From an optimization exercise on the open Yosys and OpenROAD flow, aimed at small area and few clock cycles per item; shortcuts taken in it are not production practice. The RTL was checked by simulation tests, not by an equivalence proof against the original design. No activity file was given, so power comes from the tool's default toggle rates. No driver is modelled on the clock port, so clocking that relies on it looks cheaper here than on a real chip.

## flow/run.sh

```bash
#!/bin/bash
# synth_recipe.tcl (not shown) runs the flow's synth.tcl, then flattens the netlist and writes it again
# the make line also repeats each setting of config.mk as NAME=value (left out here)
make -C /OpenROAD-flow-scripts/flow DESIGN_CONFIG=/design/flow/config.mk WORK_HOME=/design/flow/orfs CLKGATE_MAP_FILE= SYNTH_SCRIPT=/design/flow/synth_recipe.tcl finish
```

## flow/config.mk

```make
export PLATFORM = sky130hd
export DESIGN_NAME = i2c_slave_buffer_engine
export DESIGN_NICKNAME = i2c_slave_buffer_engine
export VERILOG_FILES = /design/flow/design.v
export SDC_FILE = /design/flow/constraint.sdc
export NUM_CORES = 4
export LEC_CHECK = 0
export CAP_MARGIN = 20
export CORE_MARGIN = 2
export CORE_UTILIZATION = 40
export PLACE_DENSITY = 0.6
export SLEW_MARGIN = 20
export SYNTH_HIERARCHICAL = 1
```

## flow/constraint.sdc

```tcl
create_clock -name core_clock -period 5.0 [get_ports {clk}]
set_input_delay 1.0000 -clock core_clock [delete_from_list [all_inputs] [get_ports {clk}]]
set_output_delay 1.0000 -clock core_clock [all_outputs]
set_load 0.01 [all_outputs]
```

## flow/design.v

```verilog
package i2csb_pkg;
  localparam int BUF_DEPTH_DEFAULT = 32;
  localparam int IDX_EXT_W = 9;
  typedef enum logic [3:0] {
    FUNC_ADDR        = 4'd0,
    FUNC_RXDATA      = 4'd1,
    FUNC_STOP        = 4'd2,
    FUNC_TXDONE      = 4'd3,
    FUNC_ERRSTOP     = 4'd4,
    FUNC_ARBLOST     = 4'd5,
    FUNC_UNKNOWN     = 4'd6,
    FUNC_LOADREPLY   = 4'd7,
    FUNC_STARTREPLY  = 4'd8,
    FUNC_READRX      = 4'd9
  } func_t;
  typedef enum logic [2:0] {
    MODE_IDLE         = 3'd0,
    MODE_RECEIVING    = 3'd1,
    MODE_RECEIVED     = 3'd2,
    MODE_READ_PENDING = 3'd3,
    MODE_SENDING      = 3'd4
  } mode_t;
  typedef enum logic [1:0] {
    CFG_OWN_ADDRESS     = 2'd0,
    CFG_RX_LIMIT        = 2'd1,
    CFG_REPLY_PRELOADED = 2'd2
  } cfg_reg_t;
  typedef struct packed {
    logic [3:0] func;
    logic [7:0] bus_byte;
    logic [4:0] buf_index;
    logic [7:0] reply_byte;
    logic [5:0] reply_length;
  } req_t;
  typedef struct packed {
    logic       ack;
    logic       tx_valid;
    logic [7:0] tx_byte;
    logic       hold_clock;
    logic       bus_reset;
    logic       fault;
    logic [2:0] mode;
    logic       message_ready;
    logic [5:0] rx_count;
    logic [7:0] rx_byte;
  } rsp_t;
  typedef struct packed {
    logic [1:0] index;
    logic [6:0] value;
  } cfg_t;
  typedef struct packed {
    logic       ack;
    logic       tx_valid;
    logic       tx_sel;
    logic       hold_clock;
    logic       bus_reset;
    logic       fault;
    logic [2:0] mode;
    logic       message_ready;
    logic [5:0] rx_count;
    logic       rx_sel;
  } stage_t;
endpackage
module i2csb_dec5 (
  input  logic        en,
  input  logic [4:0]  a,
  output logic [31:0] y
);
  logic [4:0] an;
  logic [3:0] lo_n;
  logic [7:0] hi_n;
  for (genvar i = 0; i < 5; i++) begin : g_inv
    i2csb_inv u_inv (.a (a[i]), .y (an[i]));
  end
  for (genvar j = 0; j < 4; j++) begin : g_lo
    i2csb_nand2 u_nand (
      .a (j[0] ? a[0] : an[0]),
      .b (j[1] ? a[1] : an[1]),
      .y (lo_n[j])
    );
  end
  for (genvar k = 0; k < 8; k++) begin : g_hi
    i2csb_nand4 u_nand (
      .a (en),
      .b (k[0] ? a[2] : an[2]),
      .c (k[1] ? a[3] : an[3]),
      .d (k[2] ? a[4] : an[4]),
      .y (hi_n[k])
    );
  end
  for (genvar i = 0; i < 32; i++) begin : g_out
    i2csb_nor2 u_nor (.a (lo_n[i % 4]), .b (hi_n[i / 4]), .y (y[i]));
  end
endmodule
module i2csb_inv (
  input  logic a,
  output logic y
);
  assign y = !a;
endmodule
module i2csb_nand2 (
  input  logic a, b,
  output logic y
);
  assign y = !(a & b);
endmodule
module i2csb_nand4 (
  input  logic a, b, c, d,
  output logic y
);
  assign y = !(a & b & c & d);
endmodule
module i2csb_nor2 (
  input  logic a, b,
  output logic y
);
  assign y = !(a | b);
endmodule
module i2csb_aoi222 (
  input  logic a1, a2, b1, b2, c1, c2,
  output logic y
);
  assign y = !((a1 & a2) | (b1 & b2) | (c1 & c2));
endmodule
module i2csb_aoi22 (
  input  logic a1, a2, b1, b2,
  output logic y
);
  assign y = !((a1 & a2) | (b1 & b2));
endmodule
module i2csb_nand11 (
  input  logic [10:0] a,
  output logic        y
);
  assign y = !(&a);
endmodule
module i2csb_mem (
  input  logic [31:0] sel,
  input  logic [31:0] data,
  output logic        rdata
);
  logic [10:0] t;
  for (genvar g = 0; g < 10; g++) begin : g_aoi
    i2csb_aoi222 u_aoi (
      .a1 (sel[3*g]),   .a2 (data[3*g]),
      .b1 (sel[3*g+1]), .b2 (data[3*g+1]),
      .c1 (sel[3*g+2]), .c2 (data[3*g+2]),
      .y  (t[g])
    );
  end
  i2csb_aoi22 u_aoi_last (
    .a1 (sel[30]), .a2 (data[30]),
    .b1 (sel[31]), .b2 (data[31]),
    .y  (t[10])
  );
  i2csb_nand11 u_or (
    .a (t),
    .y (rdata)
  );
endmodule
import i2csb_pkg::*;
module i2c_slave_buffer_engine #(
  parameter int BUF_DEPTH = BUF_DEPTH_DEFAULT
) (
  input  logic       clk,
  input  logic       rst,
  input  logic       req_valid,
  output logic       req_ready,
  input  logic [3:0] req_func,
  input  logic [7:0] req_bus_byte,
  input  logic [4:0] req_buf_index,
  input  logic [7:0] req_reply_byte,
  input  logic [5:0] req_reply_length,
  output logic       rsp_valid,
  input  logic       rsp_ready,
  output logic       rsp_ack,
  output logic       rsp_tx_valid,
  output logic [7:0] rsp_tx_byte,
  output logic       rsp_hold_clock,
  output logic       rsp_bus_reset,
  output logic       rsp_fault,
  output logic [2:0] rsp_mode,
  output logic       rsp_message_ready,
  output logic [5:0] rsp_rx_count,
  output logic [7:0] rsp_rx_byte,
  input  logic       cfg_valid,
  output logic       cfg_ready,
  input  logic [1:0] cfg_index,
  input  logic [6:0] cfg_value
);
  logic [6:0] own_address;
  logic [5:0] rx_limit;
  logic       reply_preloaded;
  logic [2:0] mode;
  logic [2:0] mode_next;
  logic [5:0] rx_cursor;
  logic [5:0] rx_cursor_next;
  logic [5:0] reply_count;
  logic [5:0] reply_count_next;
  logic [4:0] tx_last;           
  logic [4:0] tx_last_next;
  logic [5:0] tx_cursor;
  logic       b_valid;
  logic       b_ack, b_tx_valid, b_bus_reset, b_fault, b_tx_sel, b_rx_sel;
  logic [4:0] b_rx_index;
  logic       n_ack, n_tx_valid, n_bus_reset, n_fault, n_tx_sel, n_rx_sel;
  logic       accept;
  logic       rx_we;
  logic       reply_we;
  logic [5:0] rx_cap;
  logic [5:0] rlen_cap;
  logic [7:0] rx_rd;
  logic [7:0] reply_rd;
  assign cfg_ready = 1'b1;
  always_ff @(posedge clk) begin
    if (rst) begin
      own_address     <= '0;
      rx_limit        <= 6'd32;
      reply_preloaded <= 1'b0;
    end else if (cfg_valid) begin
      case (cfg_index)
        CFG_OWN_ADDRESS:     own_address     <= cfg_value;
        CFG_RX_LIMIT:        rx_limit        <= cfg_value[5:0];
        CFG_REPLY_PRELOADED: reply_preloaded <= cfg_value[0];
        default: ;
      endcase
    end
  end
  assign req_ready = !b_valid || rsp_ready;
  assign accept    = req_valid && req_ready;
  assign rx_cap    = (rx_limit > 6'd32) ? 6'd32 : rx_limit;
  assign rlen_cap  = (req_reply_length > 6'd32) ? 6'd32 : req_reply_length;
  assign tx_cursor = {1'b0, tx_last} + 6'd1;
  always_comb begin
    mode_next        = mode;
    rx_cursor_next   = rx_cursor;
    reply_count_next = reply_count;
    tx_last_next     = tx_last;
    rx_we            = 1'b0;
    reply_we         = 1'b0;
    n_ack            = 1'b0;
    n_tx_valid       = 1'b0;
    n_bus_reset      = 1'b0;
    n_fault          = 1'b0;
    n_tx_sel         = 1'b0;
    n_rx_sel         = 1'b0;
    case (req_func)
      FUNC_ADDR: begin
        if (req_bus_byte[7:1] == own_address) begin
          n_ack = 1'b1;
          if (req_bus_byte[0]) begin
            if (mode == MODE_RECEIVED) begin
              if (reply_preloaded) begin
                if (reply_count != '0) begin
                  tx_last_next = '0;
                  n_tx_valid   = 1'b1;
                  n_tx_sel     = 1'b1;
                  mode_next    = MODE_SENDING;
                end else begin
                  n_fault = 1'b1;
                end
              end else begin
                mode_next = MODE_READ_PENDING;
              end
            end else begin
              n_fault = 1'b1;
            end
          end else begin
            rx_cursor_next = '0;
            mode_next      = MODE_RECEIVING;
          end
        end
      end
      FUNC_RXDATA: begin
        if (rx_cursor < rx_cap) begin
          rx_we          = 1'b1;
          rx_cursor_next = rx_cursor + 6'd1;
        end
        n_ack = 1'b1;
      end
      FUNC_STOP: mode_next = MODE_RECEIVED;
      FUNC_TXDONE: begin
        n_tx_valid = 1'b1;
        if (tx_cursor < reply_count) begin
          n_tx_sel     = 1'b1;
          tx_last_next = tx_cursor[4:0];
          if (tx_cursor + 6'd1 >= reply_count) begin
            mode_next = MODE_IDLE;
          end
        end
      end
      FUNC_ERRSTOP: ;
      FUNC_ARBLOST: mode_next = MODE_IDLE;
      FUNC_LOADREPLY: reply_we = 1'b1;
      FUNC_STARTREPLY: begin
        if (mode != MODE_RECEIVED && mode != MODE_READ_PENDING) begin
          n_fault = 1'b1;
        end
        reply_count_next = rlen_cap;
        tx_last_next     = '0;
        mode_next        = MODE_SENDING;
        n_ack            = 1'b1;
        n_tx_valid       = 1'b1;
        if (rlen_cap != '0) begin
          n_tx_sel = 1'b1;
        end else begin
          n_fault = 1'b1;
        end
      end
      FUNC_READRX: n_rx_sel = 1'b1;
      default: n_bus_reset = 1'b1;
    endcase
  end
  always_ff @(posedge clk) begin
    if (rst) begin
      mode        <= MODE_IDLE;
      rx_cursor   <= '0;
      reply_count <= '0;
      tx_last     <= '0;
    end else if (accept) begin
      mode        <= mode_next;
      rx_cursor   <= rx_cursor_next;
      reply_count <= reply_count_next;
      tx_last     <= tx_last_next;
    end
  end
  always_ff @(posedge clk) begin
    if (rst) begin
      b_valid <= 1'b0;
    end else if (req_ready) begin
      b_valid <= req_valid;
    end
  end
  always_ff @(posedge clk) begin
    if (accept) begin
      b_ack       <= n_ack;
      b_tx_valid  <= n_tx_valid;
      b_bus_reset <= n_bus_reset;
      b_fault     <= n_fault;
      b_tx_sel    <= n_tx_sel;
      b_rx_sel    <= n_rx_sel;
      b_rx_index  <= req_buf_index;
    end
  end
  logic [7:0]  rx_mem [32];
  logic [7:0]  reply_mem [32];
  logic [31:0] rx_wsel;
  logic [31:0] reply_wsel;
  logic [31:0] rx_rsel;
  logic [31:0] reply_rsel;
  i2csb_dec5 u_rx_wdec    (.en (accept && rx_we),    .a (rx_cursor[4:0]), .y (rx_wsel));
  i2csb_dec5 u_reply_wdec (.en (accept && reply_we), .a (req_buf_index),  .y (reply_wsel));
  i2csb_dec5 u_rx_rdec    (.en (b_rx_sel),           .a (b_rx_index),     .y (rx_rsel));
  i2csb_dec5 u_reply_rdec (.en (b_tx_sel),           .a (tx_last),        .y (reply_rsel));
  for (genvar r = 0; r < 32; r++) begin : g_row
    always_ff @(posedge clk) begin
      if (rx_wsel[r]) rx_mem[r] <= req_bus_byte;
    end
    always_ff @(posedge clk) begin
      if (reply_wsel[r]) reply_mem[r] <= req_reply_byte;
    end
  end
  for (genvar c = 0; c < 8; c++) begin : g_col
    logic [31:0] rx_col;
    logic [31:0] reply_col;
    for (genvar r = 0; r < 32; r++) begin : g_bit
      assign rx_col[r]    = rx_mem[r][c];
      assign reply_col[r] = reply_mem[r][c];
    end
    i2csb_mem u_rx_rd    (.sel (rx_rsel),    .data (rx_col),    .rdata (rx_rd[c]));
    i2csb_mem u_reply_rd (.sel (reply_rsel), .data (reply_col), .rdata (reply_rd[c]));
  end
  assign rsp_valid         = b_valid;
  assign rsp_ack           = b_ack;
  assign rsp_tx_valid      = b_tx_valid;
  assign rsp_tx_byte       = reply_rd;
  assign rsp_hold_clock    = (mode == MODE_READ_PENDING);
  assign rsp_bus_reset     = b_bus_reset;
  assign rsp_fault         = b_fault;
  assign rsp_mode          = mode;
  assign rsp_message_ready = (mode == MODE_RECEIVED);
  assign rsp_rx_count      = rx_cursor;
  assign rsp_rx_byte       = rx_rd;
endmodule
```

==> results_dict.tcl, run 1 <==
set metrics [dict create \
    outcome "timing/DRC/antenna clean" \
    grt_usage_pct 19.7 \
    rsz0062_at_grt "no" \
    vias 13000 \
    vias_per_cell 6.07 \
    power_mw 9.54 \
    fin_ws_ps 301 \
    cts.repair.resized 0 \
    synth_edf_count 523 \
    cpPeakStageDelay_ps 580 \
    cts.htree.levels 2 \
    synth_area_per_cell_um2 16.8 \
    powerDensity_mw_per_mm2 387 \
    final_cells 2134 \
    utilization_pct 46.9 \
    grt_max_degree 39 \
    hold_class "reg -> reg" \
    start_util_pct 40.4 \
    critPathSlowestCell "dfxtp_1" \
    clkSinkCount 558 \
    drv_cap 0 \
    synth_top_flop_cell "edfxtp_1" \
    area_growth_pct 16.2 \
    wl_um 54200 \
    crit_chain "inv_1 -> nand2_1 -> nor2_1 -> a222oi_1 -> nand4_1 -> or3_1 -> clkdlybuf4s50_1" \
    port_buffers 77 \
    period_share_pct 94.0 \
    ys_warn_count 9 \
    synth_cell_type_count 65 \
    grt_pass1_wl_um 80400 \
    whs_ps 486 \
    drt_iter0_drc 2320 \
    drc_errors 0 \
    die_x_um 234 \
    ioPinCount 79 \
    finalSetupTns_ps 0 \
    async_flop_share_pct 0 \
    relSlewSlack_pct 37.4 \
    ctsHoldBuffers 0 \
    cts-root-buf "clkbuf_16" \
    end_kind "primary output" \
    leakagePower_nw 7.73 \
    fin_nets 1465 \
    synth_nets 1328 \
    synth_top_area_share_pct 74.0 \
    antenna_found_initial 2 \
    overflow 0 \
    synthTopCellsByArea "edfxtp_1 (74%), a222oi_1 (7.5%), dfxtp_1 (3.3%)" \
    die_h_um 234 \
    gp_congestion 0.892 \
    place_area_mm2 0.0229 \
    syn_area_mm2 0.0212 \
    synth_common_cells "edfxtp_1 (523), nor2_1 (167), a222oi_1 (160)" \
    dp_hpwl_um 34900 \
    worst_pin_slew_ps 935 \
    cts_inserted_buffers 55 \
    ys_seq_elements 558 \
    dp.cells 2031 \
    vdd_drop_max_uv 312 \
    fmax_mhz 213 \
    synth.most_common_cell "edfxtp_1" \
    syn_inst 1263 \
    cp-start-kind "register" \
    clk_pin_slew_worst_paths_ps 60 \
    path_class "reg -> out" \
    finalClockSkew_ps 19.6 \
    synth-seq-area-share_pct 77.3 \
    crit_fanout 12 \
    synth_largest_area_cell "edfxtp_1" \
    firstDrtPassIters 8 \
    post_cts_buffers 0 \
    drive_above_1_share_pct 9.41 \
    final_area_mm2 0.0247 \
    num_rows 84 \
    grt_pass1_vias 12500 \
    core_mm2 0.0526 \
    drtAntennaViolNets 0 \
    clockBufferDepth 3 \
    cts_tree "built" \
    maxSlewViolCount 0 \
    finalSetupViolCount 0 \
    antenna_cells 0 \
    worstPathArrival_ps 3700 \
    cp.required_ps 4000 \
    insertion_delay_ps 610 \
    wire_per_inst_um 25.4 \
    dp_slack_ps 958 \
    finalHoldViolCount 0 \
    die_area_mm2 0.0549 \
    period_needed_ps 4700 \
]
[modules after synthesis, one instance, submodules excluded, a selection]
module	times used	cell area (um^2)
i2c_slave_buffer_engine	1	18200
i2csb_aoi22	16	12.5
i2csb_aoi222	160	10.0
i2csb_nor2	128	3.75
i2csb_nand11	16	23.8
i2csb_nand2	16	3.75
[where the power goes]
| group | switching (mW) | internal (mW) |
|---|---|---|
| clock | 1.73 | 2.38 |
| sequential | 0.0139 | 5.12 |
| combinational | 0.199 | 0.101 |
[cells in the final DEF (no fill, tap or decap), types with 9 or more instances in the layout]
cell type,synthesis,layout
edfxtp_1,523,523
nor2_1,167,167
a222oi_1,160,160
clkdlybuf4s50_1,0,72
nand4_1,66,66
clkbuf_16,0,56
inv_1,42,42
nand2_1,36,36
dfxtp_1,35,35
nand3_1,26,26
ha_1,20,20
mux2i_1,18,18
or3_1,17,17
a22oi_2,16,16
clkbuf_1,3,16
buf_4,3,15
a21oi_1,14,14
nor3b_1,10,10
xnor2_1,9,9
o21ai_0,9,9
[path summary, 6_finish.rpt]
kind                             start                       to  slack (ps)  depth (start not counted)
max            tx_last[0]$_SDFFE_PP0P_           rsp_tx_byte[5]         300                          7
min               mode[0]$_SDFFE_PP0P_     mode[0]$_SDFFE_PP0P_         490                          2
max reg2reg  rx_cursor[4]$_SDFFE_PP0P_  rx_mem[31][6]$_DFFE_PP_        1550                          7
min reg2reg       mode[0]$_SDFFE_PP0P_     mode[0]$_SDFFE_PP0P_         490                          2
[state kept, by name, summed over array words and instances (netlist names)]
signal and flops:
b_fault 1, tx_last 5, b_tx_sel 1, b_valid 1, rx_mem 256, b_rx_sel 1
mode 3, b_tx_valid 1, b_bus_reset 1, b_rx_index 5, reply_mem 256, rx_limit 6
rx_cursor 6, own_address 7, b_ack 1, reply_count 6, reply_preloaded 1
[cell families (layout without fill, tap and decap cells)]
family | count (synthesis) | after routing | share of synthesized area (%)
simple gates | 358 | 358 | 8.34
compound gates | 239 | 239 | 10.6
xor+xnor | 15 | 15 | 0.619
buf+inv | 54 | 237 | 1.13
fa+ha+maj | 20 | 20 | 1.18
flops | 558 | 558 | 77.3
other cells | 1 | 1 | 0.0177
mux | 18 | 18 | 0.849
[cell type report]
| type | instances | area, um^2 |
|---|---|---|
| clock buffers | 75 | 1500 |
| clock inverters | 28 | 308 |
| inverters | 42 | 158 |
| well taps | 688 | 861 |
| flip-flops and latches | 558 | 16400 |
| multi-input cells | 651 | 4580 |
| fillers | 4501 | 27900 |
| repair buffers | 92 | 858 |
[critical path: cells and delay by family, from the launching register on]
family,cells,cell delay [ps]
DFF,1,580
and+or+nand+nor,4,1300
AOI/OAI and AO/OA,1,570
buffers and inverters,2,620
[layer usage]
layer  up-vias  routed length, um  GRT usage, %
met2       740              25700          31.6
met1      6471              22000          27.5
met4         2               1450          6.27
met5         -                 11             0
li1       5636                  -             -
met3       107               4990          3.50
Testbench counts, summed over its fixed seeds: cycles 37,060, items 32,308.
==> inputs of run 2 (changes only) <==
--- a/flow/design.v
+++ b/flow/design.v
@@ -203,3 +203,6 @@
   logic       b_valid;
-  logic       b_ack, b_tx_valid, b_bus_reset, b_fault, b_tx_sel, b_rx_sel;
+  logic       b_ack, b_tx_valid;
+  logic       b_f;               
+  logic       b_t;               
+  logic       b_tx_sel, b_rx_sel;
   logic [4:0] b_rx_index;
@@ -209,3 +212,2 @@
   logic       reply_we;
-  logic [5:0] rx_cap;
   logic [5:0] rlen_cap;
@@ -230,4 +232,3 @@
   assign accept    = req_valid && req_ready;
-  assign rx_cap    = (rx_limit > 6'd32) ? 6'd32 : rx_limit;
-  assign rlen_cap  = (req_reply_length > 6'd32) ? 6'd32 : req_reply_length;
+  assign rlen_cap  = req_reply_length[5] ? 6'd32 : req_reply_length;
   assign tx_cursor = {1'b0, tx_last} + 6'd1;
@@ -274,3 +275,3 @@
       FUNC_RXDATA: begin
-        if (rx_cursor < rx_cap) begin
+        if (!rx_cursor[5] && rx_cursor < rx_limit) begin
           rx_we          = 1'b1;
@@ -303,3 +304,3 @@
         n_tx_valid       = 1'b1;
-        if (rlen_cap != '0) begin
+        if (req_reply_length != '0) begin
           n_tx_sel = 1'b1;
@@ -337,6 +338,4 @@
       b_tx_valid  <= n_tx_valid;
-      b_bus_reset <= n_bus_reset;
-      b_fault     <= n_fault;
-      b_tx_sel    <= n_tx_sel;
-      b_rx_sel    <= n_rx_sel;
+      b_f         <= n_fault || n_rx_sel;
+      b_t         <= n_tx_sel || n_bus_reset;
       b_rx_index  <= req_buf_index;
@@ -372,2 +371,4 @@
   end
+  assign b_tx_sel = b_t && b_tx_valid;
+  assign b_rx_sel = b_f && !b_ack;
   assign rsp_valid         = b_valid;
@@ -377,4 +378,4 @@
   assign rsp_hold_clock    = (mode == MODE_READ_PENDING);
-  assign rsp_bus_reset     = b_bus_reset;
-  assign rsp_fault         = b_fault;
+  assign rsp_bus_reset     = b_t && !b_tx_valid;
+  assign rsp_fault         = b_f && b_ack;
   assign rsp_mode          = mode;
--- a/flow/config.mk
+++ b/flow/config.mk
@@ -9,4 +9,7 @@
 export CORE_MARGIN = 2
-export CORE_UTILIZATION = 40
-export PLACE_DENSITY = 0.6
+export CORE_UTILIZATION = 65
+export CTS_BUF_LIST = sky130_fd_sc_hd__clkbuf_16
+export CTS_CLUSTER_DIAMETER = 100
+export CTS_CLUSTER_SIZE = 30
+export PLACE_DENSITY = 0.75
 export SLEW_MARGIN = 20
==> results_dict.tcl, run 2 <==
set metrics [dict create \
    rr_worst_depth 11 \
    powerDensity_mw_per_mm2 326 \
    hold_end "mode[0]$_SDFFE_PP0P_" \
    crit_fanout 11 \
    most-common-layout-cells "edfxtp_1 (521), a222oi_1 (160), nor2_1 (159)" \
    r2r_slack_ps 1760 \
    wire_per_inst_um 27.2 \
    drtAntennaViolNets 0 \
    reg2reg_from "tx_last[0]$_SDFFE_PP0P_" \
    power_mw 7.52 \
    dp_slack_ps 857 \
    clk_pin_slew_worst_paths_ps 110 \
    syn_area_mm2 0.0211 \
    final_common_cell "edfxtp_1" \
    end_kind "primary output" \
    fillers 2011 \
    ys_warn_count 9 \
    drv_cap 0 \
    cts-root-buf "clkbuf_16" \
    cp-start-kind "register" \
    synth_common_cells "edfxtp_1 (521), a222oi_1 (160), nor2_1 (159)" \
    clkSinkCount 556 \
    ioPinCount 79 \
    syn_inst 1265 \
    r2r_end "tx_last[2]$_SDFFE_PP0P_" \
    period_needed_ps 4920 \
    grt_pass1_wl_um 73700 \
    antenna_cells 0 \
    die_h_um 184 \
    path_class "reg -> out" \
    multiInputGateArea_mm2 0.00454 \
    finalSetupViolCount 0 \
    synth_area_per_cell_um2 16.7 \
    worstPathArrival_ps 3920 \
    synth_top_area_share_pct 74.1 \
    core_mm2 0.0318 \
    synth_largest_area_cell "edfxtp_1" \
    fin_nets 1432 \
    finalSetupTns_ps 0 \
    ctsHoldBuffers 0 \
    grt_usage_pct 29.2 \
    maxSlewViolCount 0 \
    dp_hpwl_um 32400 \
    finalHoldViolCount 0 \
    relSlewSlack_pct 36.1 \
    synthTopCellsByArea "edfxtp_1 (74%), a222oi_1 (7.6%), dfxtp_1 (3.3%)" \
    hold_class "reg -> reg" \
    cts.htree.levels 1 \
    grt_pass1_vias 12200 \
    outcome "timing/DRC/antenna clean" \
    finalClockSkew_ps 26.0 \
    cp.required_ps 4000 \
    gp_congestion 0.929 \
    cts.repair.resized 0 \
    hp-start "mode[0]$_SDFFE_PP0P_" \
    die_x_um 184 \
    synth_cell_type_count 60 \
    leakagePower_nw 7.15 \
    num_rows 65 \
    fmax_mhz 203 \
    antenna_found_initial 1 \
    async_flop_share_pct 0 \
    holdPathStages 2 \
    overflow 0 \
    synth_nets 1331 \
    final_area_mm2 0.0231 \
    post_cts_buffers 0 \
    clockBufferDepth 3 \
    synth-seq-area-share_pct 77.4 \
    drc_errors 0 \
    synth_edf_count 521 \
    synth.most_common_cell "edfxtp_1" \
    reg.largest.list "reply_mem: 256 flops, rx_mem: 256 flops, own_address: 7 flops" \
    firstDrtPassIters 8 \
    ys_seq_elements 556 \
    die_area_mm2 0.0339 \
    drt_iter0_drc 2511 \
    fin_ws_ps 84.9 \
    port_buffers 77 \
    vias_per_cell 7.17 \
    grt_max_degree 38 \
    insertion_delay_ps 570 \
    vias 13000 \
    vdd_drop_max_uv 270 \
    drive_above_1_share_pct 5.17 \
    period_share_pct 98.3 \
    worst_pin_slew_ps 955 \
    wl_um 49100 \
    start_util_pct 66.4 \
    rsz0062_at_grt "no" \
    synth_top_flop_cell "edfxtp_1" \
    utilization_pct 72.6 \
    place_area_mm2 0.0225 \
    cts_tree "built" \
    area_growth_pct 9.41 \
    cts_inserted_buffers 22 \
    seqCellArea_mm2 0.0163 \
]
-- run 2: metal layers --
layer	share of wire [%]	global-route usage (%)	wire (um)
met1	39	43.6	19200
met4	2.8	8.19	1350
met2	46	45.0	22400
met5	0	0	0
met3	13	5.43	6160
-- run 2: worst max-delay path by stage --
stage	cells past startpoint	startpoint	endpoint	slack, ps
final	7	tx_last[3]$_SDFFE_PP0P_	rsp_tx_byte[4]	80
after global routing	7	b_ack$_DFFE_PP_	rsp_rx_byte[5]	2
after CTS	7	b_ack$_DFFE_PP_	rsp_rx_byte[5]	210
after detailed placement	7	b_ack$_DFFE_PP_	rsp_rx_byte[5]	860
after global placement	7	tx_last[3]$_SDFFE_PP0P_	rsp_tx_byte[1]	950
after floorplan	6	req_func[0]	reply_mem[0][0]$_DFFE_PP_	1610
-- run 2: modules after synthesis, one instance, submodules excluded, a selection --
module | flops+latches | cell area (um^2) | times used | cells inside
i2csb_nor2 | 0 | 3.75 | 128 | 1
i2csb_aoi22 | 0 | 12.5 | 16 | 1
i2csb_nand4 | 0 | 6.26 | 32 | 1
i2c_slave_buffer_engine | 556 | 18100 | 1 | 829
i2csb_nand2 | 0 | 3.75 | 16 | 1
i2csb_inv | 0 | 3.75 | 20 | 1
i2csb_aoi222 | 0 | 10.0 | 160 | 1
-- run 2: report_power, final --
group | switching [mW] | internal, mW | leakage (nW) | total, mW
registers | 0.00993 | 5.09 | 4.97 | 5.10
clock network | 1.29 | 0.846 | 0.333 | 2.14
logic | 0.189 | 0.0985 | 1.85 | 0.287
total | 1.49 | 6.03 | 7.15 | 7.52
-- run 2: layout make-up --
type | count | share of cell area (%)
flip-flops and latches | 556 | 70.8
multi-input cells | 651 | 19.7
repair buffers | 94 | 3.85
clock buffers | 23 | 2.49
well taps | 435 | 2.36
inverters | 41 | 0.666
clock inverters | 9 | 0.200
-- run 2: cell families (layout without fill, tap and decap cells) --
group,after synthesis,in the layout,synth area share [%]
flip-flops,556,556,77.4
AND/OR/NAND/NOR,354,354,8.14
AO/OA/AOI/OAI,246,246,10.8
buffers and inverters,58,167,1.05
adder cells (fa/ha/maj),21,21,1.24
multiplexers,15,15,0.711
XOR/XNOR,14,14,0.581
other,1,1,0.0178
-- run 2: through the flow --
stage               instances  hold slack [ps]
global placement         1776              481
floorplan                1265              463
CTS                      1809              518
finish                   1809              516
global route             1809              541
detailed placement       1777              491
-- run 2: worst max-delay path: stages (launching register included) --
cell	delay, ps
dfxtp_1	670
inv_1	180
nand4_1	280
nor2_1	250
a222oi_1	630
nand4_1	330
or3_1	490
clkdlybuf4s50_1	500
Testbench counts of run 2, summed over its fixed seeds: cycles 37,060, items 32,308.
==> inputs of run 3 (changes only) <==
--- a/flow/design.v
+++ b/flow/design.v
@@ -197,7 +197,9 @@
   logic [5:0] rx_cursor_next;
-  logic [5:0] reply_count;
-  logic [5:0] reply_count_next;
+  logic       rc_zero;           
+  logic       rc_zero_next;
+  logic [4:0] rc_last;           
+  logic [4:0] rc_last_next;
   logic [4:0] tx_last;           
   logic [4:0] tx_last_next;
-  logic [5:0] tx_cursor;
+  logic [4:0] tx_inc;
   logic       b_valid;
@@ -212,3 +214,2 @@
   logic       reply_we;
-  logic [5:0] rlen_cap;
   logic [7:0] rx_rd;
@@ -232,4 +233,3 @@
   assign accept    = req_valid && req_ready;
-  assign rlen_cap  = req_reply_length[5] ? 6'd32 : req_reply_length;
-  assign tx_cursor = {1'b0, tx_last} + 6'd1;
+  assign tx_inc    = tx_last + 5'd1;
   always_comb begin
@@ -237,3 +237,4 @@
     rx_cursor_next   = rx_cursor;
-    reply_count_next = reply_count;
+    rc_zero_next     = rc_zero;
+    rc_last_next     = rc_last;
     tx_last_next     = tx_last;
@@ -254,3 +255,3 @@
               if (reply_preloaded) begin
-                if (reply_count != '0) begin
+                if (!rc_zero) begin
                   tx_last_next = '0;
@@ -284,6 +285,6 @@
         n_tx_valid = 1'b1;
-        if (tx_cursor < reply_count) begin
+        if (!rc_zero && tx_last < rc_last) begin
           n_tx_sel     = 1'b1;
-          tx_last_next = tx_cursor[4:0];
-          if (tx_cursor + 6'd1 >= reply_count) begin
+          tx_last_next = tx_inc;
+          if (tx_inc == rc_last) begin
             mode_next = MODE_IDLE;
@@ -299,3 +300,4 @@
         end
-        reply_count_next = rlen_cap;
+        rc_zero_next     = (req_reply_length == '0);
+        rc_last_next     = req_reply_length[5] ? 5'd31 : req_reply_length[4:0] - 5'd1;
         tx_last_next     = '0;
@@ -318,3 +320,4 @@
       rx_cursor   <= '0;
-      reply_count <= '0;
+      rc_zero     <= 1'b1;
+      rc_last     <= '0;
       tx_last     <= '0;
@@ -323,3 +326,4 @@
       rx_cursor   <= rx_cursor_next;
-      reply_count <= reply_count_next;
+      rc_zero     <= rc_zero_next;
+      rc_last     <= rc_last_next;
       tx_last     <= tx_last_next;
==> flow/flow/run.sh (new file) <==
#!/bin/bash
# The standard layout (the standard.sh, all ORFS steps unchanged) with two
# settings changed: the port buffers use the smallest buffer cell, and clock
# tree synthesis inserts no dummy loads and uses clkbuf_8 with small clusters.
set -euo pipefail
bash standard.sh \
  "BUFFER_PORTS_ARGS=-buffer_cell sky130_fd_sc_hd__buf_1" \
  "CTS_ARGS=-sink_clustering_enable -repair_clock_nets -dont_use_dummy_load -buf_list sky130_fd_sc_hd__clkbuf_8 -sink_clustering_size 20 -sink_clustering_max_diameter 60" \
  finish > standard_flow.log 2>&1
==> flow/standard.sh (new file) <==
#!/bin/bash
# synth_recipe.tcl (not shown) runs the flow's synth.tcl, then flattens the netlist and writes it again
# the make line also repeats each setting of config.mk as NAME=value (left out here)
make -C /OpenROAD-flow-scripts/flow DESIGN_CONFIG=/design/flow/config.mk WORK_HOME=/design/flow/orfs CLKGATE_MAP_FILE= SYNTH_SCRIPT=/design/flow/synth_recipe.tcl "${@:-finish}"
--- a/flow/config.mk
+++ b/flow/config.mk
@@ -10,5 +10,2 @@
 export CORE_UTILIZATION = 65
-export CTS_BUF_LIST = sky130_fd_sc_hd__clkbuf_16
-export CTS_CLUSTER_DIAMETER = 100
-export CTS_CLUSTER_SIZE = 30
 export PLACE_DENSITY = 0.75
removed: flow/run.sh
==> results_dict.tcl, run 3 <==
set metrics [dict create \
    port_buffers 77 \
    end_kind "primary output" \
    r2r_slack_ps 1680 \
    synth_nets 1303 \
    hold_class "reg -> reg" \
    antenna_cells 0 \
    leakagePower_nw 6.82 \
    firstDrtPassIters 6 \
    wire_per_inst_um 26.8 \
    drive_above_1_share_pct 5.94 \
    relSlewSlack_pct 40.8 \
    cts_inserted_buffers 36 \
    post_cts_buffers 0 \
    synth_common_cells "edfxtp_1 (521), nor2_1 (164), a222oi_1 (160)" \
    outcome "timing/DRC/antenna clean" \
    die_h_um 184 \
    multiInputGateArea_mm2 0.00443 \
    seqCellArea_mm2 0.0163 \
    crit_fanout 8 \
    num_rows 65 \
    critPathSlowestCell "nor2_1" \
    ioPinCount 79 \
    die_area_mm2 0.0337 \
    ys_seq_elements 556 \
    powerDensity_mw_per_mm2 325 \
    clkSinkCount 556 \
    clk_pin_slew_worst_paths_ps 70 \
    cp-start-kind "register" \
    grt_pass1_wl_um 71200 \
    reg.largest.list "reply_mem: 256 flops, rx_mem: 256 flops, own_address: 7 flops" \
    async_flop_share_pct 0 \
    clockBufferDepth 3 \
    syn_area_mm2 0.0210 \
    synth_top_area_share_pct 74.6 \
    worst_pin_slew_ps 885 \
    path_buf_inv 1 \
    ys_warn_count 9 \
    area_growth_pct 6.54 \
    worstPathArrival_ps 3420 \
    synth_cell_type_count 63 \
    synthTopCellsByArea "edfxtp_1 (75%), a222oi_1 (7.6%), dfxtp_1 (3.3%)" \
    grt_max_degree 40 \
    insertion_delay_ps 580 \
    dp.cells 1729 \
    final_common_cell "edfxtp_1" \
    synth-seq-area-share_pct 77.9 \
    core_mm2 0.0316 \
    grt_usage_pct 28.4 \
    die_x_um 184 \
    crit_chain "nor2b_1 -> nand4_1 -> nor2_1 -> a222oi_1 -> nand4_1 -> or3_1 -> buf_1" \
    fin_nets 1423 \
    drc_errors 0 \
    synth.most_common_cell "edfxtp_1" \
    vdd_drop_max_uv 272 \
    vias_per_cell 7.17 \
    finalSetupViolCount 0 \
    period_share_pct 88.3 \
    ctsHoldBuffers 0 \
    holdPathStages 2 \
    synth_largest_area_cell "edfxtp_1" \
    gp_congestion 0.902 \
    grt_pass1_vias 11900 \
    most-common-layout-cells "edfxtp_1 (521), nor2_1 (164), a222oi_1 (160)" \
    finalSetupTns_ps 0 \
    maxSlewViolCount 0 \
    vias 12700 \
    synth_edf_count 521 \
    drv_cap 0 \
    cp.required_ps 4000 \
    antenna_found_initial 0 \
    utilization_pct 70.7 \
    rr_worst_depth 6 \
    fmax_mhz 226 \
    start_util_pct 66.3 \
    syn_inst 1245 \
    power_mw 7.27 \
    overflow 0 \
    cts_tree "built" \
    cts.htree.levels 2 \
    path_depth 7 \
    final_cells 1765 \
    rsz0062_at_grt "no" \
    drt_iter0_drc 2541 \
    period_needed_ps 4420 \
    critical-path-top-delay-family "simple AND/OR/NAND/NOR gates" \
    synth_top_flop_cell "edfxtp_1" \
    wl_um 47400 \
    worst_path_most_repeated_cell "nand4_1" \
    synth_area_per_cell_um2 16.9 \
    finalClockSkew_ps 32.0 \
    cts.repair.resized 0 \
    finalHoldViolCount 0 \
    dp_hpwl_um 31300 \
    path_class "reg -> out" \
    fillers 1960 \
    cts-root-buf "clkbuf_8" \
    cpPeakStageDelay_ps 640 \
    drtAntennaViolNets 0 \
]
-- run 3: report_power, final --
part	switching (mW)	leakage [nW]	internal [mW]
registers	0.0101	4.97	5.09
logic	0.187	1.59	0.0643
clock network	1.27	0.259	0.654
total	1.46	6.82	5.81
-- run 3: cell type report --
cell class | instances | share of cell area (%)
tap | 402 | 2.25
multi-input combinational | 634 | 19.8
sequential | 556 | 73.1
timing repair buffer | 95 | 1.90
clock buffer | 36 | 2.22
inverter | 42 | 0.705
-- run 3: logic make-up after synthesis --
logic type	count (synthesis)	synth area share, %
flops	556	77.9
mux	15	0.716
compound gates	237	10.8
fa+ha+maj	13	0.775
xor+xnor	17	0.710
buf+inv	55	1.03
simple gates	351	8.04
other cells	1	0.0179
-- run 3: metal layers --
layer / vias up / wire length [um] / part of all wire, % / track usage [%]
met5: - / 0 / 0 / 0
met2: 879 / 21500 / 45 / 42.7
met4: 0 / 931 / 2.0 / 6.21
met3: 79 / 6170 / 13 / 7.23
li1: 5471 / - / - / -
met1: 6226 / 18800 / 40 / 42.7
-- run 3: modules after synthesis (local to each module, per instance), a selection --
| module | flops+latches | cells inside | cell area (um^2) | times used |
|---|---|---|---|---|
| i2csb_aoi222 | 0 | 1 | 10.0 | 160 |
| i2csb_aoi22 | 0 | 1 | 12.5 | 16 |
| i2c_slave_buffer_engine | 556 | 809 | 18000 | 1 |
| i2csb_nand4 | 0 | 1 | 6.26 | 32 |
| i2csb_nand2 | 0 | 1 | 3.75 | 16 |
| i2csb_nor2 | 0 | 1 | 3.75 | 128 |
| i2csb_nand11 | 0 | 4 | 23.8 | 16 |
-- run 3: metrics by stage --
step	setup WS (ps)	instance area (um^2)	hold WS (ps)
after CTS	734	22300	483
after global placement	1370	21900	469
after global routing	420	22400	523
after detailed placement	1300	21900	471
after floorplan	2070	21000	450
final	583	22400	484
-- run 3: path summary, 6_finish.rpt --
kind | startpoint | endpoint
setup / recovery | b_ack$_DFFE_PP_ | rsp_rx_byte[7]
hold / removal | rc_last[0]$_SDFFE_PP0P_ | rc_last[0]$_SDFFE_PP0P_
setup reg to reg | rx_cursor[4]$_SDFFE_PP0P_ | rx_mem[1][2]$_DFFE_PP_
hold reg to reg | rc_last[0]$_SDFFE_PP0P_ | rc_last[0]$_SDFFE_PP0P_
-- run 3: tightest hold or removal path, delay by kind of cell (launching register included) --
family,cells,cell delay (ps)
compound gates,1,50
flops,1,320
simple gates,1,70
Testbench counts of run 3, summed over its fixed seeds: cycles 37,060, items 32,308.
==> inputs of run 4 (changes only) <==
--- a/flow/design.v
+++ b/flow/design.v
@@ -124,13 +124,26 @@
 endmodule
-module i2csb_aoi22 (
-  input  logic a1, a2, b1, b2,
+module i2csb_or_tail (
+  input  logic [9:0] a,
+  input  logic       a1, a2, b1, b2,
+  output logic       y
+);
+  logic [2:0] u;
+  logic       v;
+  i2csb_nand4 u_n0 (.a (a[0]), .b (a[1]), .c (a[2]), .d (a[3]), .y (u[0]));
+  i2csb_nand4 u_n1 (.a (a[4]), .b (a[5]), .c (a[6]), .d (a[7]), .y (u[1]));
+  i2csb_nand2 u_n2 (.a (a[8]), .b (a[9]), .y (u[2]));
+  i2csb_or3   u_o  (.a (u[0]), .b (u[1]), .c (u[2]), .y (v));
+  i2csb_a221o u_ao (.a1 (a1), .a2 (a2), .b1 (b1), .b2 (b2), .c (v), .y (y));
+endmodule
+module i2csb_or3 (
+  input  logic a, b, c,
   output logic y
 );
-  assign y = !((a1 & a2) | (b1 & b2));
+  assign y = a | b | c;
 endmodule
-module i2csb_nand11 (
-  input  logic [10:0] a,
-  output logic        y
+module i2csb_a221o (
+  input  logic a1, a2, b1, b2, c,
+  output logic y
 );
-  assign y = !(&a);
+  assign y = (a1 & a2) | (b1 & b2) | c;
 endmodule
@@ -141,3 +154,3 @@
 );
-  logic [10:0] t;
+  logic [9:0] t;
   for (genvar g = 0; g < 10; g++) begin : g_aoi
@@ -150,10 +163,7 @@
   end
-  i2csb_aoi22 u_aoi_last (
+  i2csb_or_tail u_or (
+    .a  (t),
     .a1 (sel[30]), .a2 (data[30]),
     .b1 (sel[31]), .b2 (data[31]),
-    .y  (t[10])
-  );
-  i2csb_nand11 u_or (
-    .a (t),
-    .y (rdata)
+    .y  (rdata)
   );
==> results_dict.tcl, run 4 <==
set metrics [dict create \
    post_cts_buffers 0 \
    hold_class "reg -> reg" \
    maxSlewViolCount 0 \
    async_flop_share_pct 0 \
    die_x_um 183 \
    path_depth 8 \
    final_common_cell "edfxtp_1" \
    wire_per_inst_um 27.2 \
    most-common-layout-cells "edfxtp_1 (521), nor2_1 (164), a222oi_1 (160)" \
    cts_inserted_buffers 36 \
    synthTopCellsByArea "edfxtp_1 (75%), a222oi_1 (7.7%), dfxtp_1 (3.3%)" \
    cts.repair.resized 0 \
    cts.htree.levels 2 \
    clk_pin_slew_worst_paths_ps 120 \
    area_growth_pct 6.45 \
    fmax_mhz 223 \
    overflow 0 \
    startpoint "tx_last[2]$_SDFFE_PP0P_" \
    synth_edf_count 521 \
    grt_max_degree 40 \
    critical-path-top-delay-family "simple AND/OR/NAND/NOR gates" \
    gp_congestion 0.905 \
    relSlewSlack_pct 35.8 \
    cp-start-kind "register" \
    cts-root-buf "clkbuf_8" \
    synth_nets 1303 \
    drt_iter0_drc 2332 \
    hp-start "rc_last[0]$_SDFFE_PP0P_" \
    antenna_found_initial 0 \
    core_mm2 0.0316 \
    finalSetupTns_ps 0 \
    vias 12700 \
    dp_hpwl_um 31500 \
    drc_errors 0 \
    drv_cap 0 \
    finalSetupViolCount 0 \
    finalHoldViolCount 0 \
    clkSinkCount 556 \
    final_cells 1761 \
    path_class "reg -> out" \
    synth_top_flop_cell "edfxtp_1" \
    fillers 2005 \
    vias_per_cell 7.19 \
    powerDensity_mw_per_mm2 327 \
    grt_util_met3_pct 3.63 \
    cts_tree "built" \
    ioPinCount 79 \
    die_h_um 183 \
    reg2reg_from "rx_cursor[4]$_SDFFE_PP0P_" \
    ys_warn_count 9 \
    r2r_end "rx_mem[4][6]$_DFFE_PP_" \
    grt.busiest_layer "met2" \
    synth_largest_area_cell "edfxtp_1" \
    start_util_pct 66.1 \
    wl_um 47900 \
    drtAntennaViolNets 0 \
    synth_area_per_cell_um2 16.8 \
    critPathSlowestCell "dfxtp_1" \
    drive_above_1_share_pct 4.78 \
    grt_usage_pct 28.8 \
    antenna_cells 0 \
    num_rows 65 \
    worstPathArrival_ps 3480 \
    reg.largest.list "reply_mem: 256 flops, rx_mem: 256 flops, own_address: 7 flops" \
    synth_common_cells "edfxtp_1 (521), nor2_1 (164), a222oi_1 (160)" \
    dp.cells 1725 \
    crit_chain "inv_1 -> nand4_1 -> nor2_1 -> a222oi_1 -> nand4_1 -> or3_1 -> a221o_1 -> buf_1" \
    finalClockSkew_ps 56.4 \
    firstDrtPassIters 9 \
    whs_ps 482 \
    synth_top_area_share_pct 74.8 \
    rr_worst_depth 6 \
    ctsHoldBuffers 0 \
    cpPeakStageDelay_ps 690 \
    power_mw 7.27 \
    rsz0062_at_grt "no" \
    cp.required_ps 4000 \
    insertion_delay_ps 580 \
    period_needed_ps 4480 \
    port_buffers 77 \
    clockBufferDepth 3 \
    ys_seq_elements 556 \
    r2r_slack_ps 1740 \
    grt_pass1_wl_um 72200 \
    vdd_drop_max_uv 300 \
    fin_nets 1419 \
    path_buf_inv 2 \
    die_area_mm2 0.0336 \
    synth_cell_type_count 63 \
    period_share_pct 89.6 \
    syn_inst 1245 \
    worst_path_most_repeated_cell "nand4_1" \
    setup.worst_path.end "rsp_tx_byte[4]" \
    end_kind "primary output" \
    outcome "timing/DRC/antenna clean" \
    syn_area_mm2 0.0209 \
    grt_pass1_vias 12200 \
    leakagePower_nw 6.87 \
    synth.most_common_cell "edfxtp_1" \
    met2_usage_pct 48.1 \
    crit_fanout 15 \
    use_met1_pct 40.0 \
    synth-seq-area-share_pct 78.1 \
    worst_pin_slew_ps 959 \
]
-- run 4: logic make-up after synthesis --
family	synth area share (%)
flops	78.1
other cells	0.0179
simple gates	7.97
xor+xnor	0.712
fa+ha+maj	0.777
compound gates	10.7
mux	0.718
buf+inv	1.03
-- run 4: metrics by stage --
stage / setup slack [ps] / util, % / cell area (um^2)
6_report: 521 / 70.4 / 22300
3_5_place_dp: 1220 / 68.8 / 21800
3_3_place_gp: 1250 / 68.8 / 21800
2_1_floorplan: 1960 / - / 20900
4_1_cts: 568 / 70.4 / 22300
5_1_grt: 374 / 70.4 / 22300
-- run 4: power breakdown --
group | internal (mW) | switching (mW)
clock | 0.654 | 1.26
combinational | 0.0671 | 0.190
sequential | 5.09 | 0.0108
total | 5.81 | 1.46
-- run 4: final cells by class --
cell class	count	area, um^2	area share [%]
sequential	556	16300	73.4
multi-input combinational	634	4370	19.6
tap	402	503	2.26
clock buffer	36	495	2.22
timing repair buffer	91	399	1.79
inverter	42	158	0.708
-- run 4: worst min-delay path: stages (launching register included) --
cell	delay (ps)
dfxtp_1	320
nand2b_1	70
a21oi_1	50
-- run 4: per-module statistics from Yosys, one instance, submodules excluded, a selection --
module                   area [um^2]  cells
i2csb_inv                       3.75      1
i2csb_nand2                     3.75      1
i2c_slave_buffer_engine        18000    809
i2csb_nand4                     6.26      1
i2csb_aoi222                    10.0      1
i2csb_nor2                      3.75      1
i2csb_or3                       6.26      1
i2csb_a221o                     10.0      1
-- run 4: worst min-delay path by stage --
stage / slack [ps] / end / cells after the start
2_1_floorplan: 450 / rc_last[0]$_SDFFE_PP0P_ / 2
3_3_place_gp: 470 / rc_last[0]$_SDFFE_PP0P_ / 2
3_5_place_dp: 470 / rc_last[0]$_SDFFE_PP0P_ / 2
4_1_cts: 480 / rc_last[0]$_SDFFE_PP0P_ / 2
5_1_grt: 500 / rc_last[0]$_SDFFE_PP0P_ / 2
6_report: 480 / rc_last[0]$_SDFFE_PP0P_ / 2
-- run 4: layer usage --
metal,vias to the layer above,part of all wire [%]
li1,5480,-
met1,6151,38
met2,913,48
met4,0,3.5
met5,-,0
met3,123,11
Testbench counts of run 4, summed over its fixed seeds: cycles 37,060, items 32,308.
==> inputs of run 5 (changes only) <==
--- a/flow/flow/run.sh
+++ b/flow/flow/run.sh
@@ -7,3 +7,3 @@
   "BUFFER_PORTS_ARGS=-buffer_cell sky130_fd_sc_hd__buf_1" \
-  "CTS_ARGS=-sink_clustering_enable -repair_clock_nets -dont_use_dummy_load -buf_list sky130_fd_sc_hd__clkbuf_8 -sink_clustering_size 20 -sink_clustering_max_diameter 60" \
+  "CTS_ARGS=-sink_clustering_enable -repair_clock_nets -dont_use_dummy_load -buf_list sky130_fd_sc_hd__clkbuf_8 -sink_clustering_size 18 -sink_clustering_max_diameter 60" \
   finish > standard_flow.log 2>&1
==> results_dict.tcl, run 5 <==
set metrics [dict create \
    cts_inserted_buffers 38 \
    antenna_cells 0 \
    comb_power_share_pct 3.5 \
    final_common_cell "edfxtp_1" \
    ys_warn_count 9 \
    synth_largest_area_cell "edfxtp_1" \
    dp_slack_ps 1220 \
    drv_cap 0 \
    startpoint "tx_last[2]$_SDFFE_PP0P_" \
    powerDensity_mw_per_mm2 328 \
    period_needed_ps 4490 \
    outcome "timing/DRC/antenna clean" \
    worst_pin_slew_ps 902 \
    gp_congestion 0.905 \
    ioPinCount 79 \
    maxSlewViolCount 0 \
    grt_usage_pct 28.9 \
    setup.worst_path.end "rsp_tx_byte[0]" \
    hold_class "reg -> reg" \
    finalHoldViolCount 0 \
    clkSinkCount 556 \
    cts.repair.resized 0 \
    syn_inst 1245 \
    finalSetupViolCount 0 \
    ys_seq_elements 556 \
    antenna_found_initial 0 \
    cp-start-kind "register" \
    worst_path_most_repeated_cell "nand4_1" \
    reg2reg_from "rx_cursor[4]$_SDFFE_PP0P_" \
    fin_nets 1421 \
    cts_tree "built" \
    synth_common_cells "edfxtp_1 (521), nor2_1 (164), a222oi_1 (160)" \
    p_clk_share_pct 26.7 \
    cp.required_ps 4000 \
    grt_max_degree 40 \
    start_util_pct 66.1 \
    leakagePower_nw 6.88 \
    num_rows 65 \
    r2r_slack_ps 1810 \
    die_area_mm2 0.0336 \
    core_mm2 0.0316 \
    synth-seq-area-share_pct 78.1 \
    fmax_mhz 222 \
    seqPwrFrac_pct 69.7 \
    dp_hpwl_um 31500 \
    critPathSlowestCell "dfxtp_1" \
    path_class "reg -> out" \
    rsz0062_at_grt "no" \
    worstPathArrival_ps 3490 \
    synth.most_common_cell "edfxtp_1" \
    cpPeakStageDelay_ps 680 \
    wire_per_inst_um 27.2 \
    rr_worst_depth 6 \
    finalSetupTns_ps 0 \
    clockBufferDepth 3 \
    period_share_pct 89.9 \
    relSlewSlack_pct 39.7 \
    vias_per_cell 7.21 \
    synth_area_per_cell_um2 16.8 \
    fin_ws_ps 506 \
    port_buffers 77 \
    synthTopCellsByArea "edfxtp_1 (75%), a222oi_1 (7.7%), dfxtp_1 (3.3%)" \
    most-common-layout-cells "edfxtp_1 (521), nor2_1 (164), a222oi_1 (160)" \
    p_int_mw 5.84 \
    synth_cell_type_count 63 \
    die_h_um 183 \
    ctsHoldBuffers 0 \
    area_growth_pct 6.58 \
    die_x_um 183 \
    wl_um 47900 \
    synth_top_flop_cell "edfxtp_1" \
    crit_fanout 15 \
    vdd_drop_max_uv 325 \
    overflow 0 \
    synth_nets 1303 \
    crit_chain "inv_1 -> nand4_1 -> nor2_1 -> a222oi_1 -> nand4_1 -> or3_1 -> a221o_1 -> buf_1" \
    fillers 1983 \
    end_kind "primary output" \
    async_flop_share_pct 0 \
    synth_top_area_share_pct 74.8 \
    p_sw_mw 1.47 \
    grt_pass1_vias 12200 \
    insertion_delay_ps 580 \
    vias 12700 \
    grt_pass1_wl_um 72300 \
    cts.htree.levels 2 \
    reg.largest.list "reply_mem: 256 flops, rx_mem: 256 flops, own_address: 7 flops" \
    firstDrtPassIters 10 \
    r2r_end "rx_mem[4][5]$_DFFE_PP_" \
    clk_pin_slew_worst_paths_ps 110 \
    synth_edf_count 521 \
    post_cts_buffers 0 \
    drc_errors 0 \
    drtAntennaViolNets 0 \
    cts-root-buf "clkbuf_8" \
    drt_iter0_drc 2592 \
    drive_above_1_share_pct 4.92 \
    syn_area_mm2 0.0209 \
    p_sw_share_pct 20.1 \
    finalClockSkew_ps 45.4 \
]
run 5: layer usage:
metal	track usage [%]	up-vias	share of wire, %
li1	-	5483	-
met2	48.2	902	49
met4	9.54	0	3.7
met1	40.1	6215	37
met3	3.94	116	11
met5	0	-	0
run 5: how the worst min path moves through the flow:
stage	startpoint	to	slack, ps	cells after the start
floorplan	rc_last[0]$_SDFFE_PP0P_	rc_last[0]$_SDFFE_PP0P_	450	2
global placement	rc_last[0]$_SDFFE_PP0P_	rc_last[0]$_SDFFE_PP0P_	470	2
detailed placement	rc_last[0]$_SDFFE_PP0P_	rc_last[0]$_SDFFE_PP0P_	470	2
CTS	rc_last[0]$_SDFFE_PP0P_	rc_last[0]$_SDFFE_PP0P_	480	2
global route	rc_last[0]$_SDFFE_PP0P_	rc_last[0]$_SDFFE_PP0P_	500	2
finish	rc_last[0]$_SDFFE_PP0P_	rc_last[0]$_SDFFE_PP0P_	480	2
run 5: per-stage QoR:
stage               cells  area (um^2)  util (%)  hold slack (ps)  total power, mW
floorplan            1245        20900         -              450             5.31
global placement     1725        21800      68.8              468             5.45
detailed placement   1725        21800      68.8              467             5.46
CTS                  1763        22300      70.5              478             7.34
global route         1763        22300      70.5              496             7.53
finish               1763        22300      70.5              478             7.31
run 5: power by group through the flow:
stage | registers [mW] | logic (mW) | clock network, mW
detailed placement | 5.21 | 0.255 | 0
finish | 5.10 | 0.258 | 1.96
global route | 5.10 | 0.278 | 2.15
global placement | 5.21 | 0.249 | 0
floorplan | 5.21 | 0.108 | 0
CTS | 5.10 | 0.255 | 1.98
run 5: per-module statistics from Yosys, one instance, submodules excluded, a selection:
module / cell area, um^2 / copies in the design / flops+latches / cells
i2c_slave_buffer_engine: 18000 / 1 / 556 / 809
i2csb_a221o: 10.0 / 16 / 0 / 1
i2csb_aoi222: 10.0 / 160 / 0 / 1
i2csb_inv: 3.75 / 20 / 0 / 1
i2csb_nand2: 3.75 / 32 / 0 / 1
i2csb_nand4: 6.26 / 64 / 0 / 1
i2csb_nor2: 3.75 / 128 / 0 / 1
i2csb_or3: 6.26 / 16 / 0 / 1
run 5: final cells by class:
cell class	instances	area [um^2]	area share, %
repair buffers	91	399	1.79
well taps	402	503	2.26
clock buffers	38	523	2.35
inverters	42	158	0.707
multi-input cells	634	4370	19.6
flip-flops and latches	556	16300	73.3
run 5: worst max-delay path: cells and delay by family (launching register included):
family | cells | cell delay, ps
flops | 1 | 680
buf+inv | 2 | 330
simple gates | 4 | 1090
compound gates | 2 | 810
run 5: kinds of logic after synthesis:
group | share of synthesized area [%]
adders and majority gates | 0.777
and+or+nand+nor | 7.97
buffers and inverters | 1.03
AOI/OAI and AO/OA | 10.7
other | 0.0179
xor gates and xnor gates | 0.712
DFF | 78.1
muxes | 0.718
==> inputs of run 6 (changes only) <==
==> flow/flow/run.sh (replaced) <==
#!/bin/bash
# The standard layout (the standard.sh, all ORFS steps unchanged) with two
# settings changed: the port buffers use the smallest buffer cell, and clock
# tree synthesis inserts no dummy loads and uses clkbuf_16 with clusters of 30.
set -euo pipefail
bash standard.sh \
  "BUFFER_PORTS_ARGS=-buffer_cell sky130_fd_sc_hd__buf_1" \
  "CTS_ARGS=-sink_clustering_enable -repair_clock_nets -dont_use_dummy_load -buf_list sky130_fd_sc_hd__clkbuf_16 -sink_clustering_size 30 -sink_clustering_max_diameter 100" \
  finish > standard_flow.log 2>&1
==> results_dict.tcl, run 6 <==
set metrics [dict create \
    antenna_cells 0 \
    synth_top_family_by_area "compound AO/OA/AOI/OAI gates" \
    yosys.area_share.xor_xnor_pct 0.712 \
    drt_iter0_drc 2340 \
    finalSetupTns_ps 0 \
    synth_area_per_cell_um2 16.8 \
    firstDrtPassIters 8 \
    drc_errors 0 \
    finalClockSkew_ps 44.1 \
    fillers 1983 \
    synth_common_cells "edfxtp_1 (521), nor2_1 (164), a222oi_1 (160)" \
    drtAntennaViolNets 0 \
    clockBufferDepth 3 \
    insertion_delay_ps 550 \
    vias_per_cell 7.28 \
    relSlewSlack_pct 39.7 \
    yosys.area_share.simple_pct 7.97 \
    most-common-layout-cells "edfxtp_1 (521), nor2_1 (164), a222oi_1 (160)" \
    cp.required_ps 4000 \
    final_common_cell "edfxtp_1" \
    clkSinkCount 556 \
    antenna_found_initial 0 \
    ctsHoldBuffers 0 \
    cts.htree.levels 1 \
    worst_pin_slew_ps 902 \
    reg2reg_from "rx_cursor[4]$_SDFFE_PP0P_" \
    synth_top_flop_cell "edfxtp_1" \
    worst_path_most_repeated_cell "nand4_1" \
    post_cts_buffers 0 \
    cts-root-buf "clkbuf_16" \
    num_rows 65 \
    leakagePower_nw 6.88 \
    end_kind "primary output" \
    grt_usage_pct 28.6 \
    crit_chain "inv_1 -> nand4_1 -> nor2_1 -> a222oi_1 -> nand4_1 -> or3_1 -> a221o_1 -> buf_1" \
    r2r_end "rx_mem[0][0]$_DFFE_PP_" \
    setup.worst_path.end "rsp_tx_byte[0]" \
    synth_top_area_share_pct 74.8 \
    ys_warn_count 9 \
    fin_nets 1405 \
    core_mm2 0.0316 \
    startpoint "tx_last[2]$_SDFFE_PP0P_" \
    drive_above_1_share_pct 3.79 \
    period_share_pct 89.4 \
    period_needed_ps 4470 \
    synth_edf_count 521 \
    vias 12700 \
    async_flop_share_pct 0 \
    power_mw 7.38 \
    cts_inserted_buffers 22 \
    synth_nets 1303 \
    wire_per_inst_um 27.3 \
    critPathSlowestCell "dfxtp_1" \
    finalSetupViolCount 0 \
    hold_class "reg -> reg" \
    worstPathArrival_ps 3470 \
    gp_congestion 0.905 \
    path_class "reg -> out" \
    clk_pin_slew_worst_paths_ps 110 \
    outcome "timing/DRC/antenna clean" \
    final_cells 1747 \
    drv_cap 0 \
    reg.largest.list "reply_mem: 256 flops, rx_mem: 256 flops, own_address: 7 flops" \
    ioPinCount 79 \
    rr_worst_depth 6 \
    port_buffers 77 \
    synth_largest_area_cell "edfxtp_1" \
    area_growth_pct 6.72 \
    grt_pass1_wl_um 71700 \
    synth.most_common_cell "edfxtp_1" \
    synth_compound_area_share_pct 10.7 \
    grt_pass1_vias 12000 \
    seqCellArea_mm2 0.0163 \
    die_h_um 183 \
    synth_adder_area_share_pct 0.777 \
    dp_hpwl_um 31500 \
    overflow 0 \
    rsz0062_at_grt "no" \
    synth_cell_type_count 63 \
    crit_fanout 15 \
    synthTopCellsByArea "edfxtp_1 (75%), a222oi_1 (7.7%), dfxtp_1 (3.3%)" \
    die_area_mm2 0.0336 \
    cts.repair.resized 0 \
    vdd_drop_max_uv 390 \
    finalHoldViolCount 0 \
    ys_seq_elements 556 \
    die_x_um 183 \
    wl_um 47700 \
    powerDensity_mw_per_mm2 331 \
    maxSlewViolCount 0 \
    start_util_pct 66.1 \
    r2r_slack_ps 1850 \
    multiInputGateArea_mm2 0.00437 \
    cpPeakStageDelay_ps 690 \
    syn_inst 1245 \
    cp-start-kind "register" \
    syn_area_mm2 0.0209 \
    dp.cells 1725 \
    grt_max_degree 40 \
    cts_tree "built" \
    synthMuxAreaShare_pct 0.718 \
    synth-seq-area-share_pct 78.1 \
    fmax_mhz 224 \
]
run 6: layer usage:
layer	part of all wire, %	vias to the layer above	global-route usage (%)
li1	-	5457	-
met1	37	6162	40.1
met2	48	957	47.5
met3	10	135	3.25
met4	4.1	0	9.98
met5	0	-	0
run 6: logic make-up (layout without fill, tap and decap cells):
kind of cell	count (synthesis)	count (layout)
AO/OA/AOI/OAI	237	237
XOR/XNOR	17	17
adder cells (fa/ha/maj)	13	13
buffers and inverters	55	155
flip-flops	556	556
multiplexers	15	15
other	1	1
AND/OR/NAND/NOR	351	351
run 6: worst min-delay path by stage:
stage	start	end	cells after the start
after floorplan	rc_last[0]$_SDFFE_PP0P_	rc_last[0]$_SDFFE_PP0P_	2
after global placement	rc_last[0]$_SDFFE_PP0P_	rc_last[0]$_SDFFE_PP0P_	2
after detailed placement	rc_last[0]$_SDFFE_PP0P_	rc_last[0]$_SDFFE_PP0P_	2
after CTS	rc_last[0]$_SDFFE_PP0P_	rc_last[0]$_SDFFE_PP0P_	2
after global routing	rc_last[0]$_SDFFE_PP0P_	rc_last[0]$_SDFFE_PP0P_	2
final	rc_last[0]$_SDFFE_PP0P_	rc_last[0]$_SDFFE_PP0P_	2
run 6: stage by stage:
stage | hold slack (ps) | setup slack, ps | util (%) | area [um^2]
finish | 486 | 531 | 70.6 | 22300
global route | 505 | 392 | 70.6 | 22300
CTS | 486 | 600 | 70.6 | 22300
detailed placement | 467 | 1220 | 68.8 | 21800
global placement | 468 | 1250 | 68.8 | 21800
floorplan | 450 | 1960 | - | 20900
run 6: layout make-up:
type	count	share of cell area [%]
inverters	42	0.706
clock buffers	22	2.47
multi-input cells	634	19.6
repair buffers	91	1.79
well taps	402	2.25
flip-flops and latches	556	73.2
run 6: power by group:
group          switching (mW)  internal, mW  leakage [nW]
logic                   0.190        0.0671          1.64
clock network            1.23         0.795         0.271
registers              0.0106          5.09          4.97
run 6: worst max-delay path: cells and delay by family (launching register included):
family,cells,cell delay (ps)
buffers and inverters,2,330
AND/OR/NAND/NOR,4,1020
AO/OA/AOI/OAI,2,860
flip-flops,1,690
run 6: modules after synthesis, one instance, submodules excluded, a selection:
module	copies in the design	area, um^2
i2csb_aoi222	160	10.0
i2csb_nor2	128	3.75
i2c_slave_buffer_engine	1	18000
i2csb_a221o	16	10.0
i2csb_nand4	64	6.26
i2csb_nand2	32	3.75
i2csb_or3	16	6.26
i2csb_inv	20	3.75

[what the ideal ports hide]
The results above use ideal ports. As a check the final layouts listed here were re-extracted and re-timed, cells and wires unchanged.
Step 1 assumes that a clkbuf_16 drives the clock port and a buf_2 every other input.
Step 2 moves the port delays by t, midway between the first and last clock arrival at a register: inputs arrive t later, outputs are due t later. That takes back most of the time a late clock gives input paths.
Three values: no drivers, after step 1, after step 2; two values: the first two.
run | t, ns | setup slack, ns | hold WS [ns]
run 1 | 0.653 | 0.301 / 0.247 / 0.846 | 0.486 / 0.486 / 0.486
run 2 | 0.611 | 0.085 / 0.033 / 0.645 | 0.516 / 0.516 / 0.516
run 3 | 0.605 | 0.583 / 0.534 / 1.140 | 0.484 / 0.484 / 0.484
run 4 | 0.604 | 0.521 / 0.472 / 1.076 | 0.482 / 0.482 / 0.482
run 5 | 0.605 | 0.506 / 0.458 / 1.062 | 0.478 / 0.478 / 0.478
run 6 | 0.579 | 0.531 / 0.483 / 1.062 | 0.486 / 0.486 / 0.486
After both steps setup and hold are still met in every run listed.
